Source: an optimization exercise on an open RTL-to-GDS flow (aim: small area). Production flows keep margins and buffers that such runs may drop. The RTL of this run was laid out without a check of its function. Power is estimated from default activity; no workload was simulated.

===== flow/design.v =====
package doaq_pkg;
   localparam int OP_W = 2;
   localparam int SLOT_W = 4;
   localparam int DELAY_W = 32;
   localparam int THRESH_W = 20;
   localparam int MODE_W = 2;
   localparam int TIME_BITS = 48;
   localparam int NUM_ALARMS = 16;
   localparam logic [THRESH_W-1:0] THRESH_RESET = 20'd3000;
   localparam logic [OP_W-1:0] OP_SET = 2'd0;
   localparam logic [OP_W-1:0] OP_CANCEL = 2'd1;
   localparam logic [OP_W-1:0] OP_TICK = 2'd2;
endpackage
module deadline_ordered_alarm_queue (
   input  logic                          clock,
   input  logic                          reset,
   input  logic                          start,
   output logic                          busy,
   input  logic [doaq_pkg::OP_W-1:0]     req_op,
   input  logic [doaq_pkg::SLOT_W-1:0]   req_alarm_slot,
   input  logic [doaq_pkg::DELAY_W-1:0]  req_delay_ms,
   input  logic                          csr_wr_en,
   input  logic [doaq_pkg::THRESH_W-1:0] csr_wr_data,
   output logic                          rsp_valid,
   output logic                          rsp_kind,
   output logic [doaq_pkg::SLOT_W-1:0]   rsp_slot_out,
   output logic [doaq_pkg::MODE_W-1:0]   rsp_wake_mode,
   output logic [doaq_pkg::DELAY_W-1:0]  rsp_next_delay_ms,
   output logic                          rsp_last
);
   localparam int N = doaq_pkg::NUM_ALARMS;
   localparam int EW = doaq_pkg::SLOT_W + doaq_pkg::DELAY_W;
   localparam int TB = doaq_pkg::TIME_BITS;
   localparam logic [2:0] S_IDLE = 3'd0;
   localparam logic [2:0] S_WAIT = 3'd1;
   localparam logic [2:0] S_WAITL = 3'd2;
   localparam logic [2:0] S_PASS = 3'd3;
   localparam logic [2:0] S_FIN = 3'd4;
   logic [N*EW-1:0]  ring_ff;
   logic [TB-1:0]    tr_ff;
   logic [3:0]       ph_ff;
   logic [3:0]       hd_ff;
   logic             tz_ff;
   logic             adv_ff, adv_in;
   logic             tc_ff;
   logic [4:0]       count_ff, count_in;
   logic [2:0]       state_ff, state_in;
   logic [1:0]       op_ff;
   logic [3:0]       slot_ff;
   logic [EW-1:0]    c_ff, c_in;
   logic             skip_ff, skip_in;
   logic             carry_ff, carry_in;
   logic [doaq_pkg::THRESH_W-1:0] thresh_ff;
   logic [EW-1:0]    e0, e1, dec0, lp, o;
   logic [3:0]       lab;
   logic             e0_zero;
   logic             in_pass, skip, carry, v0, v1, tgt, lp_valid, place, cmp;
   logic             is_set, is_can, is_tick;
   logic             pass_sc, pass_set, adv_pass, end_pass, hsel;
   logic             accept, fin0, fire, nonempty, ph15;
   logic [TB-1:0]    tsnap;
   logic             tmax, tnear;
   logic [2:0]       tchunk;
   logic [3:0]       tsum;
   assign e0 = ring_ff[EW-1:0];
   assign e1 = ring_ff[2*EW-1:EW];
   assign e0_zero = (e0[31:0] == 32'd0);
   assign nonempty = (count_ff != 5'd0);
   assign lab = ph_ff - hd_ff;
   assign ph15 = (ph_ff == 4'd15);
   assign is_set = (op_ff == doaq_pkg::OP_SET);
   assign is_can = (op_ff == doaq_pkg::OP_CANCEL);
   assign is_tick = (op_ff == doaq_pkg::OP_TICK);
   assign fin0 = (state_ff == S_FIN) && (lab == 4'd0);
   assign fire = fin0 && is_tick && nonempty && e0_zero;
   assign busy = (state_ff != S_IDLE) && !(fin0 && !fire);
   assign accept = start && !busy;
   assign tsnap = {tr_ff[2:0], tr_ff[TB-1:3]};
   assign tmax = !tz_ff && (tsnap == '1);
   assign tnear = !tz_ff && (tsnap[TB-1:32] == '1);
   assign in_pass = (state_ff == S_PASS);
   assign pass_sc = in_pass && !is_tick;
   assign pass_set = in_pass && is_set;
   assign adv_pass = in_pass && is_tick && adv_ff;
   assign end_pass = is_tick ? ph15 : (lab == 4'd15);
   assign skip = in_pass && skip_ff;
   assign carry = in_pass && carry_ff;
   assign v0 = ({1'b0, lab} < count_ff);
   assign v1 = ({1'b0, lab} + 5'd1 < count_ff);
   assign tgt = pass_sc && !skip && v0 && (e0[35:32] == slot_ff);
   assign dec0 = {e0[35:32], e0[31:0] - {31'd0, adv_pass && !e0_zero}};
   assign hsel = (state_ff == S_WAIT) && ph15 && is_set && tnear;
   assign lp = (skip || tgt) ? e1 : dec0;
   assign lp_valid = (skip || tgt) ? v1 : v0;
   assign cmp = (c_ff[31:0] <= lp[31:0]);
   assign place = pass_set && !carry && (!lp_valid || cmp);
   assign o = (carry || place) ? c_ff : lp;
   assign tchunk = tz_ff ? 3'd0 : tr_ff[2:0];
   assign tsum = {1'b0, tchunk} + {3'd0, (ph_ff == 4'd0) ? adv_pass : tc_ff};
   always_comb begin
      state_in = state_ff;
      count_in = count_ff;
      skip_in = skip_ff;
      carry_in = carry_ff;
      adv_in = adv_ff;
      c_in = c_ff;
      if (carry || place) c_in = lp;
      if (hsel && (c_ff[31:0] > ~tsnap[31:0])) c_in[31:0] = ~tsnap[31:0];
      if (tgt) skip_in = 1'b1;
      if (place) carry_in = 1'b1;
      case (state_ff)
         S_WAIT: begin
            if (ph15) begin
               adv_in = !tmax;
               state_in = is_tick ? S_PASS : S_WAITL;
            end
         end
         S_WAITL: if (lab == 4'd15) state_in = S_PASS;
         S_PASS: begin
            if (end_pass) begin
               state_in = S_FIN;
               count_in = count_ff - {4'd0, skip_in} + {4'd0, carry_in};
            end
         end
         S_FIN: begin
            if (fire) count_in = count_ff - 5'd1;
            else if (lab == 4'd0) state_in = S_IDLE;
         end
         default: ;
      endcase
      if (accept) begin
         skip_in = 1'b0;
         carry_in = 1'b0;
         c_in = {req_alarm_slot, req_delay_ms};
         state_in = (req_op == 2'd3) ? S_FIN : S_WAIT;
      end
   end
   always_ff @(posedge clock) begin
      if (reset) begin
         state_ff <= S_IDLE;
         count_ff <= '0;
         ph_ff <= '0;
         hd_ff <= '0;
         tz_ff <= 1'b1;
         thresh_ff <= doaq_pkg::THRESH_RESET;
      end else begin
         state_ff <= state_in;
         count_ff <= count_in;
         ph_ff <= ph_ff + 4'd1;
         hd_ff <= hd_ff + {3'd0, fire};
         if (ph15) tz_ff <= 1'b0;
         if (csr_wr_en) thresh_ff <= csr_wr_data;
      end
   end
   always_ff @(posedge clock) begin
      ring_ff <= {o, ring_ff[N*EW-1:EW]};
      tr_ff <= {tsum[2:0], tr_ff[TB-1:3]};
      tc_ff <= tsum[3];
      c_ff <= c_in;
      skip_ff <= skip_in;
      carry_ff <= carry_in;
      adv_ff <= adv_in;
      if (accept) begin
         op_ff <= req_op;
         slot_ff <= req_alarm_slot;
      end
   end
   assign rsp_valid = fin0;
   assign rsp_kind = fire;
   assign rsp_last = !fire;
   assign rsp_slot_out = nonempty ? e0[35:32] : 4'd0;
   assign rsp_next_delay_ms = nonempty ? e0[31:0] : 32'd0;
   assign rsp_wake_mode = (!nonempty || fire) ? 2'd0 :
                          ((e0[31:0] < {12'd0, thresh_ff}) ? 2'd1 : 2'd2);
endmodule

===== flow/run.sh =====
#!/bin/bash
# synth_recipe.tcl (not shown) runs the flow's synth.tcl, then flattens the netlist and writes it again
# the make line also repeats each setting of config.mk as NAME=value (left out here)
make -C /OpenROAD-flow-scripts/flow DESIGN_CONFIG=/design/flow/config.mk WORK_HOME=/design/flow/orfs CLKGATE_MAP_FILE= SYNTH_SCRIPT=/design/flow/synth_recipe.tcl finish

===== flow/config.mk =====
export PLATFORM = sky130hd
export DESIGN_NAME = deadline_ordered_alarm_queue
export DESIGN_NICKNAME = deadline_ordered_alarm_queue
export VERILOG_FILES = /design/flow/design.v
export SDC_FILE = /design/flow/constraint.sdc
export NUM_CORES = 4
export LEC_CHECK = 0
export CAP_MARGIN = 20
export CORE_MARGIN = 2
export CORE_UTILIZATION = 40
export CTS_BUF_LIST = sky130_fd_sc_hd__clkbuf_4
export SLEW_MARGIN = 20

===== flow/constraint.sdc =====
create_clock -name core_clock -period 8.0 [get_ports {clock}]
set_input_delay 1.6000 -clock core_clock [delete_from_list [all_inputs] [get_ports {clock}]]
set_output_delay 1.6000 -clock core_clock [all_outputs]
set_load 0.01 [all_outputs]

==> run summary <==
status=no timing/DRC/antenna violations; Yosys reg bits=707; Buf/Inv on CP=4; Worst Hold Path EP=ring_ff[125]; RSZ-0062 raised after global routing=no; Synth async-reset ratio=0%; layout cells sized above 1=16.85%; CP startpoint kind=flop; kind of critical path=flop to flop; P_leak=0.01075 uW; Cell variety after synth=72; largest net degree at the start of global routing=78; initial DRC count=708; Final Hold Vio Count=0; Avg Cell Area, Syn=13.17 um^2; final period utilization=94.89%; first drt pass iteration count=4; vias in the first global route=12590; CTS buffer count=168; Synth top area share=63.75%; XOR/XNOR Fraction of Synth Area=1.848%; Synthesis Warnings=1; Post-DRT Antenna Nets=0; GPL Wtd Cong=0.8500; top_reg_cell synth=dfxtp_1; # clock sinks=707; synthesized net count=1759; Power per Cell Area=278.2 mW/mm^2; Final Slew Violations=0; Post-DP HPWL=29820 um; Post-synth EDFFs=43; final setup violation count=0; mux cell area share after synthesis=5.809%; Die H=232.3 um; hold crit path type=flop to flop; row cnt=83; Worst-path clk slew=0.07 ns; R2R Setup Slk=0.41 ns; Hold Path Depth=0; routed len/inst=16.36 um; CP endpoint kind=flop; peak supply drop=0.1538 mV; antenna violations before repair=4; post-cts hold buffer count=0; hold path startpoint=ring_ff[161]; Synth Instances=1583; CP dominant cell by count=ha_1; FMAX=131.7 MHz; Slowest cell on crit path=o21ai_0; Reg2Reg Depth=31; Post-Synth Simple-Gate Area=7.879%; Cell Count, Final, Fillers Out=2644; post-synthesis sequential area ratio=69.95%; worst-margin pin slew=1.074 ns; peak per-stage delay on the critical path=0.54 ns; Mapped Area=0.02085 mm^2; grt total ovfl=0; Initial Utilization=40.56%; Tot GR Track Use=16.68%; max_cap viols=0; CORE AREA=0.05141 mm^2; cell taking the most area after synthesis=dfxtp_1; worst reg2reg endpoint=count_ff[4]; Rel. slew slack=27.86%; vias per inst=4.608; main combinational cell family by area after synthesis=simple AND/OR/NAND/NOR gates; Final min period=7.591 ns; routed vias=12180; kind of cell adding the most delay to the critical path=compound AO/OA/AOI/OAI gates; peak fanout along the critical path=10; I/O Buffers=103; Synth Area in Compound Gates=5.173%; DRC=0; setup TNS=0 ns; Clock Latency Late Sink=0.98 ns; CTS tree=yes; clk root buf=clkbuf_4; H-tree depth=4; post-synthesis adder-cell area fraction=6.913%; top cells by area, synth=dfxtp_1 (64%), ha_1 (6.7%), edfxtp_1 (6.2%); first-pass GRT wire length=67800 um; Filler Cell Count=4685; Min Hold Slack=0.2705 ns; Fin Clk Skew=0.05399 ns; Longest Clk Path Bufs=3; final wirelength=43260 um; I/O pin cnt=104; Layout Nets=2004; WP data arrival=8.49 ns; Die ar.=0.05397 mm^2; synth-to-layout area growth=19.32%; Die Width=232.3 um; Worst EP required=8.90 ns; Inst Count DP=2338; worst r2r src=hd_ff[1]
-- cell usage after synthesis, types with 3 or more instances --
cell / count
a211oi_1: 8
a21o_1: 12
a21oi_1: 80
a221oi_1: 4
and2_1: 40
and3_1: 3
and4_1: 6
buf_1: 4
buf_2: 13
clkbuf_1: 18
dfxtp_1: 664
edfxtp_1: 43
ha_1: 112
inv_1: 83
mux2_2: 32
mux2i_1: 85
nand2_1: 45
nand2b_1: 6
nand3_1: 18
nand3b_1: 5
nand4_1: 24
nor2_1: 84
nor2b_1: 12
nor3_1: 19
nor4_1: 7
o211ai_1: 11
o21a_1: 5
o21ai_0: 29
o21bai_1: 4
o31ai_1: 3
or2_2: 5
or3_1: 4
or4_1: 8
xnor2_1: 30
xor2_1: 14
-- worst reg2reg max path, delay by kind of cell, from the launching register on --
kind | cells | cell delay, ns
adder cells (fa/ha/maj) | 6 | 1.77
flip-flops | 1 | 0.36
AND/OR/NAND/NOR | 7 | 1.54
buffers and inverters | 4 | 0.51
AO/OA/AOI/OAI | 12 | 2.88
XOR/XNOR | 1 | 0.13
multiplexers | 1 | 0.34
-- state kept, by name (all words and copies together), names as in the netlist --
register	count
tc_ff	1
tr_ff	48
slot_ff	4
thresh_ff	20
tz_ff	1
adv_ff	1
carry_ff	1
state_ff	3
c_ff	36
ph_ff	4
skip_ff	1
count_ff	5
op_ff	2
ring_ff	576
hd_ff	4
-- worst max-delay path by stage --
stage	startpoint	endpoint	cells after the start
2_1_floorplan	state_ff[2]	count_ff[4]	32
3_3_place_gp	op_ff[0]	count_ff[4]	30
3_5_place_dp	op_ff[0]	count_ff[4]	30
4_1_cts	op_ff[0]	count_ff[4]	30
5_1_grt	hd_ff[1]	count_ff[4]	31
6_report	hd_ff[1]	count_ff[4]	31
-- power breakdown --
part | leakage (uW) | switching, uW | internal [uW]
logic | 0.00368 | 212 | 151
clock network | 0.00130 | 1360 | 1540
registers | 0.00577 | 40.4 | 3610
total | 0.0108 | 1610 | 5310
-- placed cells by master (no fill, tap or decap), types with 29 or more instances in the layout --
| master | n |
|---|---|
| a21oi_1 | 79 |
| clkinv_1 | 36 |
| clkbuf_4 | 244 |
| ha_1 | 112 |
| clkdlybuf4s50_1 | 102 |
| edfxtp_1 | 43 |
| inv_1 | 83 |
| and2_1 | 40 |
| o21ai_0 | 29 |
| nand2_1 | 44 |
| nor2_1 | 84 |
| dfxtp_1 | 664 |
| mux2_2 | 32 |
| xnor2_1 | 30 |
| mux2i_1 | 85 |
-- per-stage QoR --
stage / total power [uW] / utilization, % / instance area (um^2) / worst slack (ns)
2_1_floorplan: 3945 / - / 20850 / 1.501
3_3_place_gp: 4084 / 44.09 / 22660 / 0.4055
3_5_place_dp: 4093 / 44.08 / 22660 / 0.3582
4_1_cts: 7038 / 48.36 / 24860 / 0.3093
5_1_grt: 7293 / 48.39 / 24880 / 0.001100
6_report: 6920 / 48.40 / 24880 / 0.4088
-- kinds of logic (layout without fill, tap and decap cells) --
family | Yosys count | count (layout)
and+or+nand+nor | 304 | 304
other | 0 | 6
adders and majority gates | 114 | 114
AOI/OAI and AO/OA | 174 | 174
buffers and inverters | 123 | 498
DFF | 707 | 707
xor gates and xnor gates | 44 | 44
muxes | 117 | 117
-- per-layer routing --
metal | GRT usage, % | wire length, um
met5 | 0 | 0
met4 | 9.275 | 1501
met3 | 5.464 | 2688
met2 | 24.40 | 18940
met1 | 21.66 | 20130
-- layout make-up --
cell class              count  area [um^2]  share of cell area [%]
flip-flops and latches    707        14580                   58.62
multi-input cells         753         5787                   23.26
clock buffers             244         1832                   7.363
repair buffers            115         1129                   4.536
well taps                 680        850.8                   3.420
clock inverters            56        370.4                   1.489
inverters                  83        311.5                   1.252
diodes                      6        15.01                 0.06035
-- what timing repair did --
action | CTS | global route
gates resized for setup | 0 | 1
setup buffers | 0 | 0
setup endpoints to repair | 0 | 1

[what the ideal ports hide]
In the flow no input, the clock included, has a driving cell. The finished layout below was timed again as built, in two steps. Step 1, drivers: a clkbuf_16 drives clock and a buf_2 each remaining input, both assumed. Step 2 adds t to the input delays and takes it off the output delays; t is the mean of the earliest and latest rising clock arrival at the registers after step 1. Input paths then give back, and output paths get back, about the clock's delay inside the block. Slacks: ideal ports / drivers / drivers and shift; pairs: ideal ports / drivers.
t, ns: 1.000
setup WS [ns]: 0.409 / 0.409 / 0.409
worst setup path at the end: register to register
worst register clock-pin slew, ns: 0.08 / 0.08
worst slew at a driven data input, ns: 0.04
After both steps this run still meets setup and hold. The setup slack of this run moves by 0.000 ns with the drivers and by 0.000 ns with both steps.
